This is an optimization exercise on Yosys and OpenROAD, whose aim is a short achievable clock period and few clock cycles, not a production implementation.
In this exercise RTL edits were held to simulation tests only and were not proved equivalent to the original.
Power figures rest on the tool's default switching activity, not on a simulated workload.

==> flow/design.v <==
package dcache_pkg;
	typedef logic [10-1:0] addr_t;
	typedef logic [32-1:0] data_t;
	typedef logic [3-1:0] set_t;
	typedef logic [(10 - 3)-1:0] tag_t;
	typedef logic [2-1:0] way_t;
	typedef logic [4-2:0] tree_t;
	typedef logic [2:0] lat_cnt_t;
	typedef enum logic [2:0] {
		IDLE,
		LOOKUP,
		EVICT,
		REFILL,
		FILL_WRITE,
		RESPOND
	} ctrl_state_t;
endpackage
module line_store (
	input logic clk,
	input logic rst,
	input dcache_pkg::set_t set,
	input dcache_pkg::tag_t tag,
	input dcache_pkg::way_t sel_way,
	input logic wr_line,
	input dcache_pkg::way_t wr_way,
	input dcache_pkg::tag_t wr_tag,
	input dcache_pkg::data_t wr_data,
	input logic wr_dirty,
	input logic clr_dirty,
	output logic hit,
	output dcache_pkg::way_t hit_way,
	output logic free_found,
	output dcache_pkg::way_t free_way,
	output dcache_pkg::data_t line_data,
	output dcache_pkg::tag_t line_tag,
	output logic line_dirty
);
	logic [(1 << 3) * 4 - 1:0] valid_q;
	logic [(1 << 3) * 4 - 1:0] dirty_mem;
	dcache_pkg::tag_t tag_mem [(1 << 3) * 4];
	dcache_pkg::data_t data_mem [(1 << 3) * 4];
	logic [4-1:0] set_valid;
	logic [4-1:0] set_dirty;
	assign set_valid = valid_q[set * 4 +: 4];
	assign set_dirty = dirty_mem[set * 4 +: 4];
	always_comb begin
		hit = 1'b0;
		hit_way = '0;
		for (int w = 0; w < 4; w++) begin
			if (set_valid[w] && (tag_mem[{set, dcache_pkg::way_t'(w)}] == tag)) begin
				hit = 1'b1;
				hit_way = dcache_pkg::way_t'(w);
			end
		end
	end
	always_comb begin
		free_found = 1'b0;
		free_way = '0;
		for (int w = 4 - 1; w >= 0; w--) begin
			if (!set_valid[w]) begin
				free_found = 1'b1;
				free_way = dcache_pkg::way_t'(w);
			end
		end
	end
	assign line_data = data_mem[{set, sel_way}];
	assign line_tag = tag_mem[{set, sel_way}];
	assign line_dirty = set_valid[sel_way] & set_dirty[sel_way];
	always_ff @(posedge clk) begin
		if (!rst) begin
			valid_q <= '0;
		end else if (wr_line) begin
			valid_q[{set, wr_way}] <= 1'b1;
		end
	end
	always_ff @(posedge clk) begin
		if (wr_line) begin
			tag_mem[{set, wr_way}] <= wr_tag;
			data_mem[{set, wr_way}] <= wr_data;
		end
	end
	always_ff @(posedge clk) begin
		if (clr_dirty) begin
			dirty_mem[{set, sel_way}] <= 1'b0;
		end
		if (wr_line) begin
			dirty_mem[{set, wr_way}] <= wr_dirty;
		end
	end
endmodule
module plru_tree (
	input logic clk,
	input logic rst,
	input dcache_pkg::set_t set,
	input logic touch,
	input dcache_pkg::way_t touch_way,
	output dcache_pkg::way_t victim
);
	dcache_pkg::tree_t tree_q [(1 << 3)];
	dcache_pkg::tree_t cur_tree;
	dcache_pkg::tree_t next_tree;
	assign cur_tree = tree_q[set];
	always_comb begin
		if (!cur_tree[0]) begin
			victim = {1'b0, cur_tree[1]};
		end else begin
			victim = {1'b1, cur_tree[2]};
		end
	end
	always_comb begin
		next_tree = cur_tree;
		if (!touch_way[1]) begin
			next_tree[0] = 1'b1;
			next_tree[1] = ~touch_way[0];
		end else begin
			next_tree[0] = 1'b0;
			next_tree[2] = ~touch_way[0];
		end
	end
	always_ff @(posedge clk) begin
		if (!rst) begin
			for (int s = 0; s < (1 << 3); s++) begin
				tree_q[s] <= '0;
			end
		end else if (touch) begin
			tree_q[set] <= next_tree;
		end
	end
endmodule
module dcache_ctrl (
	input logic clk,
	input logic rst,
	input logic rd_en,
	input logic wr_en,
	input dcache_pkg::addr_t addr,
	input dcache_pkg::data_t wr_data,
	output dcache_pkg::data_t rd_data,
	output logic busy,
	output logic valid,
	output logic mem_rd_en,
	output logic mem_wr_en,
	output dcache_pkg::addr_t mem_addr,
	output dcache_pkg::data_t mem_wr_data,
	input dcache_pkg::data_t mem_rd_data,
	output dcache_pkg::set_t lk_set,
	output dcache_pkg::tag_t lk_tag,
	output dcache_pkg::way_t lk_sel_way,
	output logic lk_wr_line,
	output dcache_pkg::way_t lk_wr_way,
	output dcache_pkg::tag_t lk_wr_tag,
	output dcache_pkg::data_t lk_wr_data,
	output logic lk_wr_dirty,
	output logic lk_clr_dirty,
	input logic lk_hit,
	input dcache_pkg::way_t lk_hit_way,
	input logic lk_free_found,
	input dcache_pkg::way_t lk_free_way,
	input dcache_pkg::data_t lk_line_data,
	input dcache_pkg::tag_t lk_line_tag,
	input logic lk_line_dirty,
	output dcache_pkg::set_t lru_set,
	output logic lru_touch,
	output dcache_pkg::way_t lru_touch_way,
	input dcache_pkg::way_t lru_victim
);
	dcache_pkg::ctrl_state_t state_q;
	dcache_pkg::lat_cnt_t cnt_q;
	logic is_wr_q;
	logic accept;
	logic victim_dirty;
	logic mem_last;
	dcache_pkg::addr_t addr_q;
	dcache_pkg::data_t wdata_q;
	dcache_pkg::set_t req_set;
	dcache_pkg::tag_t req_tag;
	dcache_pkg::way_t pick_way;
	dcache_pkg::way_t way_q;
	dcache_pkg::data_t rd_q;
	assign accept = (state_q == dcache_pkg::IDLE) && (rd_en ^ wr_en);
	assign req_set = addr_q[3-1:0];
	assign req_tag = addr_q[10-1:3];
	always_comb begin
		if (lk_hit) begin
			pick_way = lk_hit_way;
		end else if (lk_free_found) begin
			pick_way = lk_free_way;
		end else begin
			pick_way = lru_victim;
		end
	end
	assign victim_dirty = !lk_hit && !lk_free_found && lk_line_dirty;
	assign mem_last = (cnt_q == '0);
	always_comb begin
		lk_set = req_set;
		lk_tag = req_tag;
		lk_sel_way = (state_q == dcache_pkg::LOOKUP) ? pick_way : way_q;
		lk_wr_way = (state_q == dcache_pkg::LOOKUP) ? pick_way : way_q;
		lk_wr_tag = req_tag;
		lk_wr_data = (state_q == dcache_pkg::REFILL) ? mem_rd_data : wdata_q;
		lk_wr_dirty = is_wr_q;
		lk_wr_line = ((state_q == dcache_pkg::LOOKUP) && is_wr_q && (lk_hit || lk_free_found)) ||
			((state_q == dcache_pkg::REFILL) && mem_last) ||
			(state_q == dcache_pkg::FILL_WRITE);
		lk_clr_dirty = (state_q == dcache_pkg::EVICT) && mem_last;
		lru_set = req_set;
		lru_touch = (state_q == dcache_pkg::LOOKUP);
		lru_touch_way = pick_way;
	end
	always_ff @(posedge clk) begin
		if (!rst) begin
			state_q <= dcache_pkg::IDLE;
			cnt_q <= '0;
			is_wr_q <= 1'b0;
		end else begin
			case (state_q)
				dcache_pkg::IDLE: begin
					if (accept) begin
						is_wr_q <= wr_en;
						state_q <= dcache_pkg::LOOKUP;
					end
				end
				dcache_pkg::LOOKUP: begin
					if (lk_hit || (is_wr_q && lk_free_found)) begin
						state_q <= dcache_pkg::RESPOND;
					end else if (victim_dirty) begin
						cnt_q <= dcache_pkg::lat_cnt_t'(5 - 1);
						state_q <= dcache_pkg::EVICT;
					end else if (is_wr_q) begin
						state_q <= dcache_pkg::FILL_WRITE;
					end else begin
						cnt_q <= dcache_pkg::lat_cnt_t'(5 - 1);
						state_q <= dcache_pkg::REFILL;
					end
				end
				dcache_pkg::EVICT: begin
					if (!mem_last) begin
						cnt_q <= cnt_q - 1'b1;
					end else if (is_wr_q) begin
						state_q <= dcache_pkg::FILL_WRITE;
					end else begin
						cnt_q <= dcache_pkg::lat_cnt_t'(5 - 1);
						state_q <= dcache_pkg::REFILL;
					end
				end
				dcache_pkg::REFILL: begin
					if (mem_last) begin
						state_q <= dcache_pkg::RESPOND;
					end else begin
						cnt_q <= cnt_q - 1'b1;
					end
				end
				dcache_pkg::FILL_WRITE: state_q <= dcache_pkg::RESPOND;
				dcache_pkg::RESPOND: state_q <= dcache_pkg::IDLE;
				default: state_q <= dcache_pkg::IDLE;
			endcase
		end
	end
	always_ff @(posedge clk) begin
		if (accept) begin
			addr_q <= addr;
			wdata_q <= wr_data;
		end
		if (state_q == dcache_pkg::LOOKUP) begin
			way_q <= pick_way;
		end
		if ((state_q == dcache_pkg::LOOKUP) && lk_hit) begin
			rd_q <= lk_line_data;
		end else if ((state_q == dcache_pkg::REFILL) && mem_last) begin
			rd_q <= mem_rd_data;
		end
	end
	assign busy = (state_q != dcache_pkg::IDLE);
	assign valid = (state_q == dcache_pkg::RESPOND);
	assign rd_data = rd_q;
	assign mem_rd_en = (state_q == dcache_pkg::REFILL);
	assign mem_wr_en = (state_q == dcache_pkg::EVICT);
	assign mem_addr = (state_q == dcache_pkg::EVICT) ? {lk_line_tag, req_set} : addr_q;
	assign mem_wr_data = lk_line_data;
endmodule
module dcache_top (
	input logic clk,
	input logic rst,
	input logic rd_en,
	input logic wr_en,
	input dcache_pkg::addr_t addr,
	input dcache_pkg::data_t wr_data,
	output dcache_pkg::data_t rd_data,
	output logic busy,
	output logic valid,
	output logic mem_rd_en,
	output logic mem_wr_en,
	output dcache_pkg::addr_t mem_addr,
	output dcache_pkg::data_t mem_wr_data,
	input dcache_pkg::data_t mem_rd_data
);
	dcache_pkg::set_t lk_set;
	dcache_pkg::tag_t lk_tag;
	dcache_pkg::way_t lk_sel_way;
	logic lk_wr_line;
	dcache_pkg::way_t lk_wr_way;
	dcache_pkg::tag_t lk_wr_tag;
	dcache_pkg::data_t lk_wr_data;
	logic lk_wr_dirty;
	logic lk_clr_dirty;
	logic lk_hit;
	dcache_pkg::way_t lk_hit_way;
	logic lk_free_found;
	dcache_pkg::way_t lk_free_way;
	dcache_pkg::data_t lk_line_data;
	dcache_pkg::tag_t lk_line_tag;
	logic lk_line_dirty;
	dcache_pkg::set_t lru_set;
	logic lru_touch;
	dcache_pkg::way_t lru_touch_way;
	dcache_pkg::way_t lru_victim;
	dcache_ctrl u_ctrl (
		.clk (clk),
		.rst (rst),
		.rd_en (rd_en),
		.wr_en (wr_en),
		.addr (addr),
		.wr_data (wr_data),
		.rd_data (rd_data),
		.busy (busy),
		.valid (valid),
		.mem_rd_en (mem_rd_en),
		.mem_wr_en (mem_wr_en),
		.mem_addr (mem_addr),
		.mem_wr_data (mem_wr_data),
		.mem_rd_data (mem_rd_data),
		.lk_set (lk_set),
		.lk_tag (lk_tag),
		.lk_sel_way (lk_sel_way),
		.lk_wr_line (lk_wr_line),
		.lk_wr_way (lk_wr_way),
		.lk_wr_tag (lk_wr_tag),
		.lk_wr_data (lk_wr_data),
		.lk_wr_dirty (lk_wr_dirty),
		.lk_clr_dirty (lk_clr_dirty),
		.lk_hit (lk_hit),
		.lk_hit_way (lk_hit_way),
		.lk_free_found (lk_free_found),
		.lk_free_way (lk_free_way),
		.lk_line_data (lk_line_data),
		.lk_line_tag (lk_line_tag),
		.lk_line_dirty (lk_line_dirty),
		.lru_set (lru_set),
		.lru_touch (lru_touch),
		.lru_touch_way (lru_touch_way),
		.lru_victim (lru_victim)
	);
	line_store u_store (
		.clk (clk),
		.rst (rst),
		.set (lk_set),
		.tag (lk_tag),
		.sel_way (lk_sel_way),
		.wr_line (lk_wr_line),
		.wr_way (lk_wr_way),
		.wr_tag (lk_wr_tag),
		.wr_data (lk_wr_data),
		.wr_dirty (lk_wr_dirty),
		.clr_dirty (lk_clr_dirty),
		.hit (lk_hit),
		.hit_way (lk_hit_way),
		.free_found (lk_free_found),
		.free_way (lk_free_way),
		.line_data (lk_line_data),
		.line_tag (lk_line_tag),
		.line_dirty (lk_line_dirty)
	);
	plru_tree u_plru (
		.clk (clk),
		.rst (rst),
		.set (lru_set),
		.touch (lru_touch),
		.touch_way (lru_touch_way),
		.victim (lru_victim)
	);
endmodule
==> flow/run.sh <==
#!/bin/bash
# synth_recipe.tcl (not shown) runs the flow's synth.tcl, then flattens the netlist and writes it again
# the make line also repeats each setting of config.mk as NAME=value (left out here)
make -C /OpenROAD-flow-scripts/flow DESIGN_CONFIG=/design/flow/config.mk WORK_HOME=/design/flow/orfs CLKGATE_MAP_FILE= SYNTH_SCRIPT=/design/flow/synth_recipe.tcl finish
==> flow/config.mk <==
export PLATFORM = sky130hd
export DESIGN_NAME = dcache_top
export DESIGN_NICKNAME = dcache_top
export VERILOG_FILES = /design/flow/design.v
export SDC_FILE = /design/flow/constraint.sdc
export NUM_CORES = 4
export LEC_CHECK = 0
export CAP_MARGIN = 20
export CORE_MARGIN = 2
export CORE_UTILIZATION = 40
export SLEW_MARGIN = 20
==> flow/constraint.sdc <==
create_clock -name core_clock -period 7.5 [get_ports {clk}]
set_input_delay 1.5000 -clock core_clock [delete_from_list [all_inputs] [get_ports {clk}]]
set_output_delay 1.5000 -clock core_clock [all_outputs]
set_load 0.01 [all_outputs]
==> impl_results.md <==
- Synth cell types: 76
- Layout cell share with drive strength beyond 1: 14.7%
- GP Congestion: 0.901
- Initial core utilization: 40.2%
- Final Non-Filler Cells: 5734
- # rows: 140
- Critical path's largest stage delay: 650 ps
- Total GRT Usage: 22.4%
- Synth Area in Simple Gates: 3.39%
- Ys Warns: 3
- Hold crit path type: reg -> reg
- Setup TNS: 0 ps
- Fin crit share: 98.2%
- Mux share of post-synthesis cell area: 15.5%
- Synthesized cell area: 58300 µm²
- Min cycle time layout: 7370 ps
- Die area: 149000 µm²
- Final Setup Violations: 0
- H-tree depth: 4
- I/O Buffers: 155
- Worst Setup End Kind: primary output
- Die Span Y: 386 µm
- Most common cell after layout, fill and taps aside: edfxtp_1
- Routing usage on met1: 31.5%
- Post-synthesis adder-cell area fraction: 0.129%
- Internal power: 17900 µW
- DP Wirelength: 93000 µm
- NetSw: 8960 µW
- Syn avg cell area: 17.0 µm²
- Synth area leaders: edfxtp_1 71%, mux2i_1 12%, o22ai_1 3.3%
- Critical Path RT: 6000 ps
- Initial antenna violation count: 1
- Area leader, netlist: edfxtp_1
- Grt met3 use: 3.87%
- CTS Root Cell: clkbuf_16
- Syn nets: 3518
- Placed cell count: 5437
- Vias: 33700
- DRC: 0
- Seq/Total Area, Yosys: 72.4%
- Clock tree buffer depth: 3
- Hold depth: 1
- Clock Sinks: 1422
- Pwr per Cell Area: 394 nW/µm²
- Final Hold Viols: 0
- TritonCTS clock tree: done
- ANT nets after route: 0
- Vias in the first global route: 32400
- Slowest stage cell, crit path: clkdlybuf4s50_1
- Worst Tran Pin Value: 1060 ps
- WL final: 169000 µm
- Unrepaired setup endpoints after global routing: yes
- Worst Skew: 42.6 ps
- Leakage: 0.0231 µW
- Relative slew slack: 29.4%
- Synth Register Bits: 1422
- Share of the synthesized area in the top cell type: 70.9%
- Most frequent cells in the layout: 1377 x edfxtp_1, 700 x mux2i_1, 307 x o22ai_1, 155 x clkbuf_16, 155 x clkdlybuf4s50_1
- Largest net degree at the start of global routing: 64
- PnR worst setup slack: 134 ps
- Reg2Reg Depth: 16
- Met2 Track Usage GR: 35.8%
- Core ar.: 145000 µm²
- Sw frac: 33.3%
- Critical path fanouts, max: 62
- Power share of the combinational group: 35.3%
- Main synth FF type: edfxtp_1
- Fin. max-slew vios: 0
- Fmax: 0.136 GHz
- Max-Cap Viols: 0
- Grt ovf: 0
- Complex-gate fraction of the synthesized area: 5.78%
- Critical path arrival: 5870 ps
- Post-Synthesis Cells: 3434
- EDFF count, synth: 1377
- Clock power frac: 27.3%
- Global-route wire length before repair: 238000 µm
- Reg clk slew, reported paths: 60 ps
- Cell area after layout: 68200 µm²
- Die W: 386 µm
- Asr flop ratio synth: 0%
- Total chip power: 26900 µW
- I/O pin count: 156
- CP Class: reg -> out
- Number of CTS-inserted buffers: 152
- Synth Area in XOR/XNOR: 0.463%
- Reg power frac: 37.4%
- Area Growth Syn to Fin: 16.9%
- Layer with the highest usage: met2
- WL per Instance: 29.5 µm
- TritonRoute pass-1 iters: 6
- Status: complete, no violations
- Main combinational cell family by area after synthesis: multiplexers
- Post-DP Area: 63000 µm²
- Critical Path, Cell by Cell: buf_12, mux4_2, mux2i_1, xor2_1, nand4_1, or4_4, nand3_2, a31o_4, buf_12, mux2i_1, o21ai_0, o21a_1, a21oi_1, a31oi_1, clkdlybuf4s50_1
- Vias per inst: 5.88
- CP Launch Type: flop
- Placement Setup Slack: 504 ps
- Final nets: 3783
- Starting DRT DRC Count: 3705
- Max VDD drop: 273 µV
- Clock Latency Late Sink: 800 ps
[synth_stat cells, types with 11 or more instances]
cell and n:
edfxtp_1 1377, mux2i_1 702, o22ai_1 308, nor2_1 106, clkbuf_1 103, nand2_1 98, nor4_1 70, mux2_2 65
buf_6 46, dfxtp_1 45, mux4_2 42, o21ai_0 41, a31oi_1 31, mux2_1 31, buf_2 29, nor2b_1 29
buf_4 21, o211ai_1 18, a211oi_1 17, xnor2_1 17, buf_1 16, nand3_1 15, o21a_1 15, and2_1 14
nor3_1 12, xor2_1 12, nand2b_1 11
[state kept, by name, indices dropped and copies added, names as in the netlist, named ones only]
register	flops
u_ctrl.cnt_q	3
u_store.tag_mem	224
u_store.dirty_mem	1
u_ctrl.rd_q	32
u_store.data_mem	1024
u_store.valid_q	32
u_ctrl.is_wr_q	1
u_ctrl.wdata_q	32
u_ctrl.way_q	2
u_plru.tree_q	24
u_ctrl.state_q	3
u_ctrl.addr_q	10
[power groups by stage]
stage	clock [µW]	combinational (µW)	sequential [µW]
final	7340	9480	10100
after global routing	7780	10000	10100
after CTS	7440	9350	10100
after detailed placement	0	9180	10300
after global placement	0	9110	10200
after floorplan	0	6520	10100
[worst max-delay path: cells and delay by family, from the launching register on]
kind / cells / cell delay, ps
flip-flops: 1 / 380
AND/OR/NAND/NOR: 3 / 1000
XOR/XNOR: 1 / 270
buffers and inverters: 3 / 1180
multiplexers: 3 / 860
AO/OA/AOI/OAI: 5 / 1270
[layer usage]
| metal | part of all wire [%] | vias up | routed length [µm] |
|---|---|---|---|
| li1 | - | 14400 | - |
| met2 | 47 | 1503 | 79500 |
| met5 | 0 | - | 0 |
| met1 | 43 | 17500 | 72600 |
| met4 | 2.7 | 0 | 4500 |
| met3 | 7.5 | 260 | 12800 |
[final timing paths]
check | from | end | slack (ps)
max reg2reg | flop | u_store.data_mem[7][20]$_DFFE_PP_ | 1200
min | u_ctrl.cnt_q[0]$_SDFFE_PN0P_ | u_ctrl.cnt_q[0]$_SDFFE_PN0P_ | 460
max | flop | mem_addr[8] | 130
min reg2reg | u_ctrl.cnt_q[0]$_SDFFE_PN0P_ | u_ctrl.cnt_q[0]$_SDFFE_PN0P_ | 460
[kinds of logic after synthesis]
logic type | after synthesis
buf+inv | 228
mux | 840
xor+xnor | 30
simple gates | 397
compound gates | 511
fa+ha+maj | 6
flops | 1422
[metrics by stage]
stage / util (%) / hold WS, ps
2_1_floorplan: - / 412
3_3_place_gp: 43.4 / 426
3_5_place_dp: 43.4 / 440
4_1_cts: 46.8 / 454
5_1_grt: 46.9 / 487
6_report: 46.9 / 460
[cell type report]
cell class / instances / area [µm²]
timing repair inverter: 1 / 11.3
clock inverter: 84 / 802
antenna: 1 / 2.50
inverter: 12 / 76.3
tap: 1917 / 2400
fill: 12200 / 77000
clock buffer: 187 / 4010
timing repair buffer: 326 / 3450
multi-input combinational: 1784 / 15200
sequential: 1422 / 42300
[timing repair]
item	4_1_cts	5_1_grt
buffers inserted	14	8
pin swaps	0	3
endpoints found under the setup margin	35	31
resized for setup	13	8
hold buffers	0	0
cloned	1	2
Testbench counts, summed over its fixed seeds: cycles 14,997.

re-timing with driven ports:
No port has a modelled driver above. Below, the same layout with a new extraction and two added sets of constraints. Step 1 (the two cells are an assumption about what drives the block):
set clk [get_ports {clk}]
set_driving_cell -lib_cell sky130_fd_sc_hd__clkbuf_16 $clk
set_driving_cell -lib_cell sky130_fd_sc_hd__buf_2 [delete_from_list [all_inputs] $clk]
Step 2 times the ports against the registers' clock, not the clock port: input delays grow and output delays shrink by t, the midpoint of the rising clock arrivals with the driver on. Slacks: ideal ports / drivers / drivers and shift; pairs: ideal ports / drivers.
shift t [ns]: 0.860
setup slack, ns: 0.134 / 0.057 / 0.917
worst hold slack (ns): 0.460 / 0.460 / 0.460
After both steps this run still meets setup and hold. The setup slack of this run moves by -0.077 ns with the drivers and by +0.783 ns with both steps.
